This design comes from an exercise in tuning for small area and a short achievable clock period on the open sky130 flow, not from production work. Only simulation tests tie the RTL to the original design; equivalence was not proved. Power is estimated from default activity; no workload was simulated.

File: flow/constraint.sdc
create_clock -name core_clock -period 4.0 [get_ports {clock}]
set_input_delay 0.8000 -clock core_clock [delete_from_list [all_inputs] [get_ports {clock}]]
set_output_delay 0.8000 -clock core_clock [all_outputs]
set_load 0.01 [all_outputs]
File: flow/design.v
module d_mem_responder #(
   parameter int unsigned DEPTH       = 64,
   parameter int unsigned WAIT_CYCLES = 2
) (
   input  logic        clock,
   input  logic        reset,
   input  logic        req_valid,
   output logic        req_ready,
   input  logic        req_we,
   input  logic [31:0] req_addr,
   input  logic [31:0] req_wdata,
   output logic        rsp_valid,
   input  logic        rsp_ready,
   output logic [31:0] rsp_rdata,
   output logic        rsp_err,
   output logic        busy
);
   localparam int NR  = 21;     
   localparam int SGL = 21;     
   logic busy_q, rsp_q, w2_q, w1_q, w0_q;
   logic st0_q;                 
   logic wen0_q;                
   logic wen0n_q;               
   logic          we_q, mis_q;
   logic [NR:0]   sel_q;        
   logic [2:0]    w_q;          
   logic          hit;          
   logic          flip;         
   logic [31:0]   r_q;          
   logic          p1_q;         
   logic          wen12_q;      
   logic          wen12n_q;     
   logic [2:0]    t_q;          
   logic          accept, ld_wait, rd_now;
   logic          req_mis;
   logic [5:0]    req_idx;
   logic [NR:0]   req_sel;
   logic [2:0]    req_w;
   logic [2:0]    t_d;
   assign req_mis = |req_addr[1:0];
   assign req_idx = req_addr[7:2];
   logic [3:0] req_k;
   logic       req_j3;
   assign req_k  = req_idx[5:2];
   assign req_j3 = (req_idx[1:0] == 2'd3);
   for (genvar r = 0; r < 16; r++) begin : g_sel_lo
      assign req_sel[r] = !req_j3 && (req_k == 4'(r));
   end
   for (genvar m = 0; m < 5; m++) begin : g_sel_hi
      assign req_sel[16 + m] = req_j3 && ((req_k == 4'(3 * m)) ||
                                          (req_k == 4'(3 * m + 1)) ||
                                          (req_k == 4'(3 * m + 2)));
   end
   assign req_sel[SGL] = req_j3 && (req_k == 4'd15);
   for (genvar w = 0; w < 3; w++) begin : g_word
      assign req_w[w] = req_j3 ? ((req_k == 4'(w)) || (req_k == 4'(w + 3)) ||
                                  (req_k == 4'(w + 6)) || (req_k == 4'(w + 9)) ||
                                  (req_k == 4'(w + 12)))
                               : (req_idx[1:0] == 2'(w));
   end
   assign accept = req_valid && !busy_q && !reset;
   logic [2:0] htn_q, ftn_q;
   logic [2:0] htnn, ftnn;      
   assign t_d = (t_q >= 3'd5) ? 3'd0 : t_q + 3'd1;
   always_comb begin
      unique case (t_q)
         3'd0:    begin htnn = 3'b001; ftnn = 3'b000; end   
         3'd1:    begin htnn = 3'b100; ftnn = 3'b100; end   
         3'd2:    begin htnn = 3'b010; ftnn = 3'b010; end   
         3'd3:    begin htnn = 3'b001; ftnn = 3'b001; end   
         3'd4:    begin htnn = 3'b100; ftnn = 3'b000; end   
         3'd5:    begin htnn = 3'b010; ftnn = 3'b000; end   
         default: begin htnn = 3'b010; ftnn = 3'b000; end   
      endcase
   end
   logic hit_d;
   assign hit_d = |(w_q & htn_q) || sel_q[SGL];
   logic hit_q, flip_q, hit_n, flip_n;
   always_comb begin
      if (accept) begin
         hit_n  = |(req_w & htn_q) || req_sel[SGL];
         flip_n = |(req_w & ftn_q) || (req_sel[SGL] && t_d[0]);
      end else begin
         hit_n  = hit_d;
         flip_n = |(w_q & ftn_q) || (sel_q[SGL] && t_d[0]);
      end
   end
   assign hit  = hit_q;
   assign flip = flip_q;
   always_ff @(posedge clock or posedge reset) begin
      if (reset) begin
         busy_q <= 1'b0;
         rsp_q  <= 1'b0;
         w2_q   <= 1'b0;
         w1_q   <= 1'b0;
         w0_q   <= 1'b0;
         st0_q  <= 1'b0;
         wen0_q <= 1'b0;
         wen0n_q <= 1'b1;
      end else begin
         w2_q  <= req_valid && !busy_q;
         w1_q  <= w2_q;
         w0_q  <= w1_q;
         st0_q <= w1_q && we_q && !mis_q;
         wen0_q <= w1_q && we_q && !mis_q && hit_d;
         wen0n_q <= !(w1_q && we_q && !mis_q && hit_d);
         if (!busy_q)       busy_q <= req_valid;
         else if (rsp_q && rsp_ready) busy_q <= 1'b0;
         if (w0_q)          rsp_q <= 1'b1;
         else if (rsp_ready) rsp_q <= 1'b0;
      end
   end
   always_ff @(posedge clock) begin
      t_q    <= t_d;
      htn_q  <= htnn;
      ftn_q  <= ftnn;
      hit_q  <= hit_n;
      flip_q <= flip_n;
      p1_q   <= st0_q;
      wen12_q <= (st0_q || p1_q) && hit_d;
      wen12n_q <= !((st0_q || p1_q) && hit_d);
      if (accept) begin
         we_q  <= req_we;
         mis_q <= req_mis;
         sel_q <= req_sel;
         w_q   <= req_w;
      end
   end
   assign ld_wait = (w2_q || w1_q || w0_q) && !we_q && !mis_q;
   assign rd_now  = ld_wait && hit;
   logic [31:0] ring_p0 [NR];
   logic [31:0] ring_p1 [NR];
   logic [31:0] ring_p2 [NR];
   logic [31:0] single_q;
   logic [31:0] wdata_x;        
   assign wdata_x = r_q ^ {32{flip}};
   for (genvar g = 0; g < NR; g++) begin : g_ring
      logic wr, wr_n;
      logic [31:0] d0;
      assign wr   = (wen0_q || wen12_q) && sel_q[g];
      assign wr_n = (wen0n_q && wen12n_q) || !sel_q[g];
      for (genvar b = 0; b < 32; b++) begin : g_bit
         dmr_ring_in u_in (.sel(wr), .sel_n(wr_n), .d1(wdata_x[b]),
                           .d0(ring_p2[g][b]), .y(d0[b]));
      end
      always_ff @(posedge clock) begin
         ring_p0[g] <= d0;
         ring_p1[g] <= ring_p0[g];
         ring_p2[g] <= ring_p1[g];
      end
   end
   begin : g_single
      logic wr, wr_n;
      logic [31:0] d0;
      assign wr   = (wen0_q || wen12_q) && sel_q[SGL];
      assign wr_n = (wen0n_q && wen12n_q) || !sel_q[SGL];
      for (genvar b = 0; b < 32; b++) begin : g_bit
         dmr_ring_in u_in (.sel(wr), .sel_n(wr_n), .d1(wdata_x[b]),
                           .d0(single_q[b]), .y(d0[b]));
      end
      always_ff @(posedge clock) single_q <= d0;
   end
   logic [31:0] rd_ring, rd_word;
   always_comb begin
      rd_ring = 32'd0;
      for (int g = 0; g < NR; g++) rd_ring = rd_ring | (ring_p2[g] & {32{sel_q[g]}});
      rd_ring = rd_ring | (single_q & {32{sel_q[SGL]}});
   end
   assign rd_word = rd_ring ^ {32{flip}};
   always_ff @(posedge clock) begin
      if (accept)      r_q <= req_mis ? 32'd0 : req_wdata;
      else if (rd_now) r_q <= rd_word;
   end
   assign req_ready = !busy_q && !reset;
   assign rsp_valid = rsp_q;
   assign rsp_rdata = r_q;
   assign rsp_err   = mis_q;
   assign busy      = busy_q;
endmodule
module dmr_ring_in (
   input  logic sel,
   input  logic sel_n,
   input  logic d1,
   input  logic d0,
   output logic y
);
   assign y = ~((sel_n | d1) & (sel | d0));
endmodule
File: flow/config.mk
export PLATFORM = sky130hd
export DESIGN_NAME = d_mem_responder
export DESIGN_NICKNAME = d_mem_responder
export VERILOG_FILES = /design/flow/design.v
export SDC_FILE = /design/flow/constraint.sdc
export NUM_CORES = 4
export LEC_CHECK = 0
export CAP_MARGIN = 20
export CORE_MARGIN = 2
export CORE_UTILIZATION = 55
export PLACE_DENSITY = 0.75
export SETUP_SLACK_MARGIN = 1.9
export SLEW_MARGIN = 20
export SYNTH_HIERARCHICAL = 1
export SYNTH_MINIMUM_KEEP_SIZE = 0
File: flow/flow/run.sh
#!/bin/bash
# Standard layout, with port buffers of a faster cell than buffer_ports picks
# and a clock tree with larger sink clusters.
set -euo pipefail
bash standard.sh finish \
  "BUFFER_PORTS_ARGS=-buffer_cell sky130_fd_sc_hd__buf_4" \
  "CTS_ARGS=-sink_clustering_enable -repair_clock_nets -sink_clustering_size 30 -sink_clustering_max_diameter 120 -buf_list sky130_fd_sc_hd__clkbuf_16" \
  > layout_make.log 2>&1
File: flow/standard.sh
#!/bin/bash
# synth_recipe.tcl (not shown) runs the flow's synth.tcl, then flattens the netlist and writes it again
# the make line also repeats each setting of config.mk as NAME=value (left out here)
make -C /OpenROAD-flow-scripts/flow DESIGN_CONFIG=/design/flow/config.mk WORK_HOME=/design/flow/orfs CLKGATE_MAP_FILE= SYNTH_SCRIPT=/design/flow/synth_recipe.tcl "${@:-finish}"
==> notes.md <==
==> how the worst max path moves through the flow <==
| stage | cells after the start | start | end |
|---|---|---|---|
| 6_report | 1 | r_q[9] | rsp_rdata[9] |
| 2_1_floorplan | 4 | sel_q[1] | ring_p0[1][0] |
| 3_3_place_gp | 8 | req_valid | r_q[4] |
| 5_1_grt | 1 | r_q[0] | rsp_rdata[0] |
| 4_1_cts | 1 | r_q[9] | rsp_rdata[9] |
| 3_5_place_dp | 8 | req_valid | r_q[11] |
==> state kept, by name (all words and copies together) (netlist names), 22 cells and up <==
register / cells
single_q: 32
ring_p2: 672
sel_q: 22
r_q: 32
ring_p1: 672
ring_p0: 672
==> stage by stage <==
stage               std cells  hold WS [ps]
finish                   5273           139
global route             5273           126
CTS                      5220           109
detailed placement       5040           312
global placement         5039           309
floorplan                3644           310
==> cell usage after synthesis, types with 3 or more instances <==
master,count
inv_1,6
a31oi_1,3
o22ai_1,704
buf_1,3
a221oi_1,128
a21oi_1,5
edfxtp_1,59
nor2b_1,27
nand4_1,32
ha_1,6
nand3b_1,3
o311ai_1,32
nor3_1,3
nand2_1,72
dfrtp_1,7
clkbuf_1,72
o21ai_0,4
nand2b_1,4
xor2_1,32
a22o_1,128
buf_2,33
a22oi_1,97
dfxtp_1,2062
o21ai_1,33
nand3_1,35
nor2_1,28
==> power by group through the flow <==
stage               Clock, mW  Combinational (mW)  Sequential (mW)
floorplan                   0                1.77             26.1
global placement            0                2.58             26.4
detailed placement          0                2.67             26.5
CTS                      10.0                2.82             26.1
global route             10.8                3.29             26.5
finish                   10.1                3.09             26.2
==> what timing repair did <==
action                                 4_1_cts  5_1_grt
endpoints found under the hold margin        7        0
hold buffers                                 1        0
gates resized for setup                     55      119
cloned                                       0        2
buffers inserted                            73       51
pin swaps                                   20       51
setup endpoints to repair                  688       78
==> per-module statistics from Yosys, one instance, submodules excluded <==
module,cells inside,flip-flops and latches,cell area [um2],times used
dmr_ring_in,1,0,6.26,704
d_mem_responder,2940,2129,48800,1
==> metal layers <==
layer / vias to the layer above / global-route usage
met5: - / 0
met1: 16500 / 0.425
met3: 468 / 0.0754
met2: 2251 / 0.454
li1: 14200 / -
met4: 0 / 0.123
==> cell usage in the layout (no fill, tap or decap), types with 30 or more instances in the layout <==
cell type	instances
a221oi_2	80
buf_6	60
buf_12	38
clkbuf_16	88
nand2_1	47
o22ai_1	704
buf_4	251
a22o_1	127
dfxtp_1	2061
a221oi_1	48
o311ai_1	30
edfxtp_1	59
xor2_1	31
nand4_1	32
a22oi_1	97
nand3_1	35
==> cell families after synthesis <==
logic type,Yosys count,share of synthesized area
buffers and inverters,118,0.00939
XOR/XNOR,34,0.00560
AO/OA/AOI/OAI,1143,0.150
flip-flops,2129,0.813
multiplexers,2,0.000400
AND/OR/NAND/NOR,212,0.0195
adder cells (fa/ha/maj),6,0.00141
==> area by class of cell <==
| class | count | area share |
|---|---|---|
| Clock buffer | 86 | 0.0353 |
| Sequential cell | 2129 | 0.710 |
| Clock inverter | 20 | 0.00191 |
| Timing Repair Buffer | 357 | 0.0569 |
| Multi-Input combinational cell | 1397 | 0.169 |
| Tap cell | 1276 | 0.0262 |
| Inverter | 8 | 0.000698 |
==> notes.md <==
status=no timing/DRC/antenna violations; Final Setup Violations=0; total track usage=0.304; ratio of cells with drive above 1 in the final layout=0.150; per-cell routed wire length=29.7 um; number of distinct library cells after synthesis=46; Reg2Reg Setup Slack=1780 ps; Synth Warn #=13; Die Y=315 um; NetSw=9.16 mW; Syn Area/Cell=14.6 um2; FF+latch area=43,300 um2; CTS Buffer Depth=3; hpwl dp=86.5 mm; Synth Net Count=3,719; CTS H-Tree Depth=3; Syn Std Cell Area=53,200 um2; FF-to-FF Start=sel_q[4]; Critical Path, Cell by Cell=buf_6; antenna violations before repair=0; Synth area leaders=dfxtp_1, o22ai_1, edfxtp_1; First DRT Iteration DRCs=4,366; clock-pin slew on the worst setup and hold paths=110 ps; Rel. slew slack=0.266; max-slew violations=0; clock root cell=clkbuf_16; Chip Width=315 um; clk sinks=2,129; IO buf count=80; met2 WL post-DR=between 60 and 70 mm; fin crit period=2240 ps; number of flops mapped to enable cells by yosys=59; Die Area=99,200 um2; Yosys reg bits=2,129; Max Freq=roughly 0.45 GHz; clock share of power=0.255; R2R cell count=5; metal3 WL=19.0 mm; area delta synth->final=14.6%; GPL Wtd Cong=0.839; pre-CTS setup slack=1200 ps; Post-DP Area=56,600 um2; FF-to-FF End=ring_p0[4][10]; Seq/Total Area, Yosys=0.813; largest net degree at the start of global routing=35; Gate power share=0.079; Final Core Density=0.633; first-pass GRT wire length=220 mm; # IOs=between 100 and 150; Synth area leader=dfxtp_1; Total Wirelength=157 mm; grt total ovfl=0; Critical Path RT=3200 ps; Power Internal=30.2 mW; via/cell ratio=6.35; # diodes=0; DR pass1 iterations=7; CP Class=reg -> out; CP Buf/Inv Count=1; Tcrit/Tclk final=0.560; Post-Syn Instances=3,644; Worst Clk Skew=36.2 ps; Seq pwr share=0.666; critical path launch point type=register; WP data arrival=1440 ps; RSZ-0062 raised after global routing=yes; crit end category=output port; metal1 wirelength=62.6 mm; initial core utilization=0.552; multi-input logic area=10,300 um2; CP max FO=2; FP Rows=114; pwr dens=646 nW/um2; number of remaining DRC errors=0; Primary FF master, synth=dfxtp_1; maximum VDD drop=0.342 mV; final instance area=between 60,000 and 70,000 um2; share of the synthesized area in the top cell type=0.776; Fin. Hold Viols=0; total CTS buffers=81; Clk Latency, worst-skew pair=~700 ps; cell family with most CP delay=flip-flops; FILL cells=about 6,800; asr flop ratio synth=0.00376; CTS tree=yes; core area=96,300 um2; slowest CP cell=edfxtp_1; ANT nets after route=0; maxcap violations=0; crit-path max cell delay=about 550 ps; Net Sw Frac=0.233; vias in the first global route=32,300; Min-Delay Path Class=in -> async; Top Layer Used=met4; Worst Slack Setup Final=about 1800 ps; leakage power=23.9 nW; worst slew pin tran=1100 ps; Setup TNS=0 ps; Pwr Total=39.3 mW; net count of the finished layout=4,049; vias after detailed routing=33,500

what the ideal ports hide:
The results above use ideal ports. As a check the final layout listed here was re-extracted and re-timed, cells and wires unchanged. Step 1 (the two cells are an assumption about what drives the block):
set clk [get_ports {clock}]
set_driving_cell -lib_cell sky130_fd_sc_hd__clkbuf_16 $clk
set_driving_cell -lib_cell sky130_fd_sc_hd__buf_2 [delete_from_list [all_inputs] $clk]
Step 2 moves the port delays by t, midway between the first and last clock arrival at a register: inputs arrive t later, outputs are due t later. That takes back most of the time a late clock gives input paths. a / b / c = no drivers / after step 1 / after step 2; a / b = the first two.
t, ns: 0.756
setup slack, ns: 1.762 / 1.687 / 1.558
clock arrival spread, ns: 0.042 / 0.041
After both steps this run still meets setup and hold. The setup slack of this run moves by -0.075 ns with the drivers and by -0.204 ns with both steps.
